What follows belongs to an exercise in optimizing a design on an open flow for a short achievable clock period and few clock cycles; a production flow would make more cautious choices.
The RTL was checked by simulation tests, not by an equivalence proof against the original design.
Power figures rest on the tool's default switching activity, not on a simulated workload.

## job 101
Design cache, start of the top module:
module cache #(
    parameter int INDEX_BITS = 5
) (
    input  logic        clk,
    input  logic        rst,
    input  logic        cpu_req,
    input  logic        cpu_we,
    input  logic [31:0] cpu_addr,
    input  logic [31:0] cpu_wdata,
    output logic [31:0] cpu_rdata,
    output logic        cpu_ready,
    output logic        mem_req,
    output logic        mem_we,
    output logic [31:0] mem_addr,
    output logic [31:0] mem_wdata,
    input  logic [31:0] mem_rdata,
    input  logic        mem_ready
);
    localparam int LINES    = 1 << INDEX_BITS;
    localparam int TAG_BITS = 28 - INDEX_BITS;
    logic                  idle_q;       
    logic                  hitdone_q;    
    logic                  rf_q;         
    logic                  rlast_q;      
    logic [1:0]            off_q;        
    logic                  hitdone_o_q, rf_o_q, rlast_o_q;
    logic [1:0]            off_o_q;
    logic [LINES-1:0]      valid_q;
    logic [TAG_BITS-1:0]   tag_q  [LINES];
    logic [31:0]           data_q [LINES][4];
    logic [LINES-1:0]      idx_oh_q;     
    logic [31:0]           rdo_q;        
    logic [LINES-1:0]      pend_line_q;  
    logic [3:0]            pend_wo_q;    
    logic [31:0]           pend_data_q;
    logic [TAG_BITS-1:0]   addr_tag;
    logic [INDEX_BITS-1:0] addr_index;
    logic [1:0]            addr_word;
    logic                  unused_addr_bits;
    assign addr_tag         = cpu_addr[31:4+INDEX_BITS];
    assign addr_index       = cpu_addr[3+INDEX_BITS:4];
    assign addr_word        = cpu_addr[3:2];
    assign unused_addr_bits = ^cpu_addr[1:0];
    logic hit, rd_start, xfer, conflict;
    logic [LINES-1:0] line_oh, match;
    logic [3:0]       word_oh;
    always_comb begin
        for (int i = 0; i < LINES; i++) begin
            line_oh[i] = addr_index == INDEX_BITS'(i);
            match[i]   = valid_q[i] && (tag_q[i] == addr_tag);
        end
        for (int w = 0; w < 4; w++) word_oh[w] = addr_word == 2'(w);
    end
    assign hit = |(line_oh & match);
    logic [4*LINES-1:0] sel;
    logic [31:0]        lvl1 [2*LINES];
    logic [31:0]        lvl2 [LINES/2];
    logic [31:0]        lvl3 [LINES/4];
    logic [31:0]        lvl4 [LINES/8];
    logic [31:0]        lvl5 [LINES/16];
    logic [31:0]        arr_word;
  ...
Settings: LEC_CHECK=0, ABC_CLOCK_PERIOD_IN_PS=3000, CAP_MARGIN=20, CORE_MARGIN=2, CORE_UTILIZATION=50, SETUP_SLACK_MARGIN=4.8, SLEW_MARGIN=20, SYNTH_HIERARCHICAL=1, SYNTH_MINIMUM_KEEP_SIZE=0, TNS_END_PERCENT=100; clock period 7.0 ns.
standard.sh (not shown) runs the stock make flow with config.mk's settings and CLKGATE_MAP_FILE= SYNTH_SCRIPT=/design/flow/synth_recipe.tcl, a recipe that flattens the netlist after the stock synthesis.
==> flow/flow/run.sh <==
#!/bin/bash
# Own layout flow: the standard ORFS flow (standard.sh, unchanged synthesis,
# floorplan, power grid, placement, CTS and routing), with one addition: the
# control ports and the word-select address bits are pinned side by side
# (flow/io.tcl), so the short input-to-output paths between them stay short.
set -uo pipefail
if bash standard.sh IO_CONSTRAINTS="$PWD/flow/io.tcl" finish > flow_pinned.log 2>&1; then
  exit 0
fi
# place_pins can fail to fit a pin group; then lay out without the pin groups.
rm -rf orfs
rm -f out/final.def
bash standard.sh finish > flow_plain.log 2>&1
==> flow/flow/io.tcl <==
# Pin groups: ports joined by a short input-to-output path sit side by side.
set_io_pin_constraint -group -order -pin_names {cpu_req mem_req cpu_we mem_we mem_ready cpu_ready}
set_io_pin_constraint -group -order -pin_names {cpu_addr[2] mem_addr[2]}
set_io_pin_constraint -group -order -pin_names {cpu_addr[3] mem_addr[3]}
Complete run, failing final checks: job 101, reason slew limit.
Testbench counts of job 101, summed over its fixed seeds: cycles 108,744.
--- input diff job 101..job 102 ---
- SETUP_SLACK_MARGIN changed from 4.8 to 4.3
Findings:
Job 102 | status: complete | timing, DRC, antenna: pass. To summarise job 101: no stage aborted, but the layout did not pass its checks, failing on slew limit. Between job 102 and job 101, the logic gate share of total power figures differ only marginally. Compared with job 101, TritonCTS buffer count in job 102 decreased slightly. Job 101 leaves less setup margin than job 102. Re power share of the clock group: job 102 is 0.2 points down on job 101. Job 102 does better than job 101 on power. Of job 101 and job 102, the run reporting the lower number of buffers and inverters on the critical path was job 101. Compared with job 101, job 102 shows a higher post-route worst hold slack. Min global-route usage across job 101 and job 102: job 102. [compare] base=job 101 new=job 102: transition time at the pin with the least slew margin now smaller; global-route wire length before repair decreased by 17000 um relative to the old numbers.

what the ideal ports hide:
How much do the figures lean on ideal ports? The routed layouts below were timed once more, with nothing changed but the port constraints.
Step 1 sets driving cells, clkbuf_16 on the clock port and buf_2 on the other inputs (assumed; they add their load-dependent delay and slew).
Step 2 times the ports against the registers' clock, not the clock port: input delays grow and output delays shrink by t, the midpoint of the rising clock arrivals with the driver on.
a / b / c = ideal / step 1 / step 2; a / b = the first two.
run | t (ns) | setup WS [ns] | latest minus earliest clock arrival (ns) | pins driven straight from the clock port
job 101 | 1.136 | 3.568 / 3.421 / 2.531 | 0.062 / 0.062 | 1
job 102 | 1.135 | 3.646 / 3.484 / 2.540 | 0.055 / 0.055 | 1
The setup slack of job 102, which loses most, moves by -0.162 ns with the drivers and by -1.106 ns with both steps.
